Context: an optimization exercise on an open-source flow, tuned for small area and a short achievable clock period. The choices shown serve that exercise and are no tape-out recipe. Only simulation tests tie the RTL to the original design; equivalence was not proved. Power figures rest on the tool's default switching activity, not on a simulated workload.

`flow/config.mk`:
```
export PLATFORM = sky130hd
export DESIGN_NAME = bbox_top
export DESIGN_NICKNAME = bbox_top
export VERILOG_FILES = /design/flow/design.v
export SDC_FILE = /design/flow/constraint.sdc
export NUM_CORES = 4
export LEC_CHECK = 0
export CAP_MARGIN = 20
export CORE_MARGIN = 2
export CORE_UTILIZATION = 40
export SETUP_SLACK_MARGIN = 0.4
export SLEW_MARGIN = 20
```
`flow/constraint.sdc`:
```
create_clock -name core_clock -period 6.0 [get_ports {clk}]
set_input_delay 1.2000 -clock core_clock [delete_from_list [all_inputs] [get_ports {clk}]]
set_output_delay 1.2000 -clock core_clock [all_outputs]
set_load 0.01 [all_outputs]
```
`flow/design.v`:
```
module bbox_extent (
    input  logic [143:0] triangle,
    input  logic [47:0]  screen,
    input  logic [2:0]   grid,
    output logic [2:0]   lsel_x,
    output logic [2:0]   lsel_y,
    output logic [2:0]   usel_x,
    output logic [2:0]   usel_y,
    output logic         uclip_x,
    output logic         uclip_y,
    output logic         on_screen
);
    localparam integer SIGFIG = 24;
    localparam integer RADIX  = 10;
    function automatic logic signed [SIGFIG-1:0] floor_g(input logic [SIGFIG-1:0] v,
                                                  input logic [2:0] g);
        floor_g = {v[SIGFIG-1:RADIX], v[RADIX-1:RADIX-3] & g, {(RADIX-3){1'b0}}};
    endfunction
    function automatic logic [8:0] axis(input logic signed [SIGFIG-1:0] a,
                                        input logic signed [SIGFIG-1:0] b,
                                        input logic signed [SIGFIG-1:0] c,
                                        input logic signed [SIGFIG-1:0] s,
                                        input logic [2:0] g);
        logic le_ab, le_ac, le_bc;
        logic gt_a, gt_b, gt_c;
        logic neg;
        le_ab = a <= b;
        le_ac = a <= c;
        le_bc = b <= c;
        gt_a = floor_g(a, g) > s;
        gt_b = floor_g(b, g) > s;
        gt_c = floor_g(c, g) > s;
        neg = a[SIGFIG-1] | b[SIGFIG-1] | c[SIGFIG-1];
        axis[0] = !neg & le_ab & le_ac;
        axis[1] = !neg & !le_ab & le_bc;
        axis[2] = !neg & !le_ac & !le_bc;
        axis[3] = !le_ab & !le_ac;
        axis[4] = le_ab & !le_bc;
        axis[5] = le_ac & le_bc;
        axis[6] = gt_a | gt_b | gt_c;
        axis[7] = !(a[SIGFIG-1] & b[SIGFIG-1] & c[SIGFIG-1]);
        axis[8] = !(gt_a & gt_b & gt_c);
    endfunction
    logic [8:0] ax, ay;
    assign ax = axis(triangle[143:120], triangle[95:72], triangle[47:24], screen[47:24], grid);
    assign ay = axis(triangle[119:96],  triangle[71:48], triangle[23:0],  screen[23:0],  grid);
    assign lsel_x    = ax[2:0];
    assign usel_x    = ax[5:3];
    assign uclip_x   = ax[6];
    assign lsel_y    = ay[2:0];
    assign usel_y    = ay[5:3];
    assign uclip_y   = ay[6];
    assign on_screen = ax[7] & ax[8] & ay[7] & ay[8];
endmodule
module bbox_snap_clip (
    input  logic [143:0] triangle,
    input  logic [47:0]  screen,
    input  logic [2:0]   grid,
    input  logic [2:0]   lsel_x,
    input  logic [2:0]   lsel_y,
    input  logic [2:0]   usel_x,
    input  logic [2:0]   usel_y,
    input  logic         uclip_x,
    input  logic         uclip_y,
    output logic [95:0]  box
);
    localparam integer SIGFIG = 24;
    localparam integer RADIX  = 10;
    function automatic logic [SIGFIG-1:0] pick(input logic [2:0] sel,
                                               input logic [SIGFIG-1:0] a,
                                               input logic [SIGFIG-1:0] b,
                                               input logic [SIGFIG-1:0] c);
        pick = ({SIGFIG{sel[0]}} & a)
             | ({SIGFIG{sel[1]}} & b)
             | ({SIGFIG{sel[2]}} & c);
    endfunction
    function automatic logic [SIGFIG-1:0] floor_g(input logic [SIGFIG-1:0] v,
                                                  input logic [2:0] g);
        floor_g = {v[SIGFIG-1:RADIX], v[RADIX-1:RADIX-3] & g, {(RADIX-3){1'b0}}};
    endfunction
    logic [SIGFIG-1:0] lx, ly, ux, uy;
    assign lx = floor_g(pick(lsel_x, triangle[143:120], triangle[95:72], triangle[47:24]), grid);
    assign ly = floor_g(pick(lsel_y, triangle[119:96],  triangle[71:48], triangle[23:0]),  grid);
    assign ux = floor_g(pick(usel_x, triangle[143:120], triangle[95:72], triangle[47:24]), grid);
    assign uy = floor_g(pick(usel_y, triangle[119:96],  triangle[71:48], triangle[23:0]),  grid);
    assign box[95:72] = lx;
    assign box[71:48] = ly;
    assign box[47:24] = uclip_x ? screen[47:24] : ux;
    assign box[23:0]  = uclip_y ? screen[23:0]  : uy;
endmodule
module bbox_pipe #(
    parameter integer W = 144
) (
    input  logic         clk,
    input  logic         reset,
    input  logic         halt,
    input  logic [W-1:0] in_data,
    input  logic         in_valid,
    output logic [W-1:0] d0,
    output logic [W-1:0] d1,
    output logic [W-1:0] d2,
    output logic         v0
);
    always_ff @(posedge clk) begin
        if (!halt) begin
            d0 <= in_data;
            d1 <= d0;
            d2 <= d1;
        end
    end
    always_ff @(posedge clk) begin
        if (reset) begin
            v0 <= 1'b0;
        end else if (!halt) begin
            v0 <= in_valid;
        end
    end
endmodule
module bbox_top (
    input  logic         clk,
    input  logic         reset,
    input  logic [143:0] triangle,
    input  logic         tri_valid,
    input  logic [47:0]  screen,
    input  logic [3:0]   msaa,
    input  logic         halt,
    output logic         out_valid,
    output logic [143:0] out_triangle,
    output logic [95:0]  out_box
);
    logic [143:0] tri_s0, tri_s1, tri_s2;
    logic         v0, v1, v2;
    logic [47:0]  scr;
    logic [2:0]   grid;
    logic [2:0]   grid_in;
    always_comb begin
        case (msaa)
            4'b0100: grid_in = 3'b100;
            4'b0010: grid_in = 3'b110;
            4'b0001: grid_in = 3'b111;
            default: grid_in = 3'b000;
        endcase
    end
    always_ff @(posedge clk) begin
        scr  <= screen;
        grid <= grid_in;
    end
    bbox_pipe #(.W(144)) u_pipe (
        .clk      (clk),
        .reset    (reset),
        .halt     (halt),
        .in_data  (triangle),
        .in_valid (tri_valid),
        .d0       (tri_s0),
        .d1       (tri_s1),
        .d2       (tri_s2),
        .v0       (v0)
    );
    logic [2:0] lsel_x_c, lsel_y_c, usel_x_c, usel_y_c;
    logic       uclip_x_c, uclip_y_c, on_screen_c;
    bbox_extent u_extent (
        .triangle  (tri_s0),
        .screen    (scr),
        .grid      (grid),
        .lsel_x    (lsel_x_c),
        .lsel_y    (lsel_y_c),
        .usel_x    (usel_x_c),
        .usel_y    (usel_y_c),
        .uclip_x   (uclip_x_c),
        .uclip_y   (uclip_y_c),
        .on_screen (on_screen_c)
    );
    logic [2:0] lsel_x, lsel_y, usel_x, usel_y;
    logic       uclip_x, uclip_y;
    always_ff @(posedge clk) begin
        if (!halt) begin
            lsel_x  <= lsel_x_c;
            lsel_y  <= lsel_y_c;
            usel_x  <= usel_x_c;
            usel_y  <= usel_y_c;
            uclip_x <= uclip_x_c;
            uclip_y <= uclip_y_c;
        end
    end
    logic [95:0] box_c;
    logic [95:0] box;
    bbox_snap_clip u_snap_clip (
        .triangle (tri_s1),
        .screen   (scr),
        .grid     (grid),
        .lsel_x   (lsel_x),
        .lsel_y   (lsel_y),
        .usel_x   (usel_x),
        .usel_y   (usel_y),
        .uclip_x  (uclip_x),
        .uclip_y  (uclip_y),
        .box      (box_c)
    );
    always_ff @(posedge clk) begin
        if (!halt) begin
            box <= box_c;
        end
    end
    always_ff @(posedge clk) begin
        if (reset) begin
            v1 <= 1'b0;
            v2 <= 1'b0;
        end else if (!halt) begin
            v1 <= v0 & on_screen_c;
            v2 <= v1;
        end
    end
    assign out_valid    = v2;
    assign out_triangle = tri_s2;
    assign out_box      = box;
endmodule
```
`flow/run.sh`:
```
#!/bin/bash
# synth_recipe.tcl (not shown) runs the flow's synth.tcl, then flattens the netlist and writes it again
# the make line also repeats each setting of config.mk as NAME=value (left out here)
make -C /OpenROAD-flow-scripts/flow DESIGN_CONFIG=/design/flow/config.mk WORK_HOME=/design/flow/orfs CLKGATE_MAP_FILE= SYNTH_SCRIPT=/design/flow/synth_recipe.tcl finish
```
==> impl_results.md <==
* Outcome: finished clean
* Hold Fails Final Rpt at 0
* Met2 Usage GRT at 0.342
* I/O pin count at around 440
* R2R Path Start: u_pipe.d0[47]
* CTS Buf Count at 66
* Comb pwr share at 0.114
* Hold path depth at 0
* Leak at ~13 nW
* Avg WL per Cell at ~23 um
* Met1 usage at 0.285
* Die Y at 253 um
* Commonest non-fill, non-tap cell in the layout: edfxtp_1
* Netlist cell types at 62
* Worst-Margin Slew at approximately 1.2 ns
* Die Wd at roughly 250 um
* Crit path DAT at 3.48 ns
* Bufs on Longest Clock Path at 3
* Mapped Avg Cell Area at approximately 15 sq um
* Worst Slack Setup Final at 2.66 ns
* Worst path max stage delay at 0.79 ns
* First-pass GRT wire length at 98700 um
* CTS root buf: clkbuf_16
* Fin Hold WS at between 0.4 and 0.5 ns
* PostCTS Resize Cnt at 0
* Max transition margin at 0.197
* Rows at 91
* Top Usage Layer GRT: met2
* CTS sink cnt at 582
* Post-Syn Instances at between 1500 and 2000
* DRT Pass-1 Iters at 10
* DR vias at between 15000 and 20000
* Reg-to-Reg End: lsel_x[1]
* Worst-case vdd ir drop at 0.000263 V
* Synthesis-stage register bit count at between 500 and 600
* Total negative setup slack at 0 ns
* Layout net count at around 2500
* Register share of total power at 0.493
* Routability cong. at 0.867
* Critical Path, Cell by Cell: clkdlybuf4s50_1 > clkinvlp_4 > buf_12
* Initial antenna violation count at 3
* R2R Setup Slk at between 2 and 3 ns
* Setup-failing EPs final at 0
* Unrepaired setup endpoints after global routing: no
* Overall global routing resource usage at 0.210
* Filler cells at between 5000 and 6000
* Met3 GRT Util at 0.0422
* CP delay by family, top: buffers and inverters
* Buffers plus inverters on the worst setup path at 3
* Area of the core at around 61000 sq um
* Final Power at 10.2 mW
* Seq/Total Area, Yosys at 0.683
* H-tree Lvls at 3
* Fmax at 300 MHz
* Most frequent cells in the layout: 528 x edfxtp_1, 426 x clkdlybuf4s50_1, 250 x ha_1, 171 x inv_1
* DR vias/cell at about 5.4
* Sw Ratio at 0.241
* Cts hold-fix bufs at 0
* Total global routing overflow at 0
* P_int at roughly 7.8 mW
* Clock-pin slew on the worst setup and hold paths at roughly 0.060 ns
* Post-CTS Setup Inserts at 0
* Max Cap Viol at 0
* R2r worst-path depth at 9
* Number of port buffers at between 400 and 500
* Hold path startpoint: u_pipe.d1[122]
* Final antenna-violating net count at 0
* Worst slack, placed at roughly 2.2 ns
* Async set or reset register ratio after synthesis at 0
* Post-Syn Area at about 25000 sq um
* DR DRC count at 0
* Worst hold endpoint: u_pipe.d2[122]
* DP HPWL at around 50000 um
* Worst-case clock skew at 0.0300 ns
* Area Growth Syn to Fin at 29.7%
* Final Max Tran Viols at 0
* Worst hold path class: register to register
* Ys Warns at 4
* WP data required at about 6.1 ns
* Largest net degree at the start of global routing at 168
* Vias in the first global route at roughly 16000
* Fin util at 0.523
* Share of cells above drive strength 1 at 0.0559
* Clk latency of the worst-skew pair at 0.60 ns
* Critical path class: primary input to register
* Clock network fraction of total power at 0.394
* Cell Pwr Density at 318 nW/um^2
* Slowest cell on crit path: clkinvlp_4
* Post-Route WL at about 70000 um
* Tmin final at 3.34 ns
* Post-synth top flop: edfxtp_1
* Fin crit share at 0.556
* Die ar. at approximately 64000 sq um
* TritonCTS clock tree: done
* 1st-iter DRT viols at between 1500 and 2000
* CP Max Fanout at between 150 and 200
* Worst setup EP type: register
* Startpoint Class: primary input
* Switching power total at ~2.5 mW
* Post-synth EDFFs at between 500 and 600
* CP startpoint: halt
* Initial Util at 0.403
-- how the worst max path moves through the flow --
stage,endpoint,slack [ns],cells after the start
after floorplan,box[0],-3.41,1
after global placement,u_pipe.d2[111],2.30,3
after detailed placement,box[64],2.24,3
after CTS,v1,2.85,9
after global routing,lsel_x[1],2.64,9
final,usel_y[1],2.66,3
-- cells in the mapped netlist (all sizes together) (3+ instances only) --
master,number,area share
edfxtp,528,0.64
ha,250,0.13
inv,172,0.026
a222oi,68,0.027
a21oi,59,0.012
dfxtp,54,0.044
nand2,51,0.0077
nand4,39,0.0098
a21o,38,0.012
and2,37,0.0094
o21ai,34,0.0069
clkbuf,30,0.0045
mux2i,30,0.012
nor2,30,0.0045
nor3,25,0.0050
nand3,23,0.0046
nor2b,18,0.0045
o21a,15,0.0045
buf,14,0.0042
and4,10,0.0035
a211oi,8,0.0024
nor4,8,0.0020
o211ai,7,0.0023
or3,7,0.0018
nand2b,6,0.0015
or2,6,0.0015
a221oi,5,0.0020
a31oi,5,0.0013
a211o,4,0.0014
a21boi,4,0.0012
a221o,4,0.0016
nand3b,3,0.00091
o2111ai,3,0.0011
-- sequential cells by signal, indices dropped and copies added, names as in the netlist, 3 cells and up --
register and count:
lsel_x 3, grid 3, u_pipe.d0 144, box 82, lsel_y 3, usel_x 3, u_pipe.d2 144, usel_y 3
u_pipe.d1 144, scr 48
-- layer usage --
| metal | up-vias | share of wire |
|---|---|---|
| li1 | 7247 | - |
| met1 | 7770 | 0.43 |
| met2 | 624 | 0.48 |
| met3 | 104 | 0.067 |
| met4 | 4 | 0.025 |
| met5 | - | 0.00034 |
-- cell type report --
class                   count  area (sq um)  share of cell area
repair buffers            432          4350               0.135
clock buffers              92          1860              0.0579
clock inverters            29           330              0.0103
diodes                      1          2.50           0.0000778
inverters                 172           649              0.0202
well taps                 790           988              0.0308
flip-flops and latches    582         16900               0.527
multi-input cells         840          7030               0.219
-- stage by stage --
stage	cells	area (sq um)
after floorplan	1638	24800
after global placement	2816	30000
after detailed placement	2816	30000
after CTS	2937	32100
after global routing	2938	32100
final	2938	32100
-- power groups by stage --
stage / registers, mW / clock network (mW) / logic (mW)
after global placement: 5.12 / 0 / 1.14
after floorplan: 5.06 / 0 / 0.603
after detailed placement: 5.13 / 0 / 1.16
after CTS: 5.04 / 4.13 / 1.17
after global routing: 5.07 / 4.28 / 1.29
final: 5.04 / 4.03 / 1.16
-- cells by family (layout without fill, tap and decap cells) --
group           Yosys count  in the layout  synth area share
other cells               1             15          0.000151
buf+inv                 216            725            0.0348
fa+ha+maj               250            250             0.126
compound gates          274            274            0.0831
simple gates            271            271            0.0598
flops                   582            582             0.683
mux                      30             30            0.0121
xor+xnor                  1              1          0.000354

afterwards: timing with drivers on the ports:
The results above use ideal ports. As a check the final layout listed here was re-extracted and re-timed, cells and wires unchanged. Step 1: set_driving_cell puts a clkbuf_16 on clk and a buf_2 on each other input, an assumption about the parent block. Step 2 times the ports against the registers' clock, not the clock port: input delays grow and output delays shrink by t, the midpoint of the rising clock arrivals with the driver on. Slacks: ideal ports / drivers / drivers and shift; pairs: ideal ports / drivers.
shift t [ns]: 0.648
setup slack, ns: 2.663 / 2.697 / 2.049
worst setup path after step 2: input to register
worst register clock-pin slew, ns: 0.07 / 0.07
After both steps setup and hold are still met in this run. For this run, drivers alone change the setup slack by +0.034 ns; drivers and shift together by -0.614 ns.
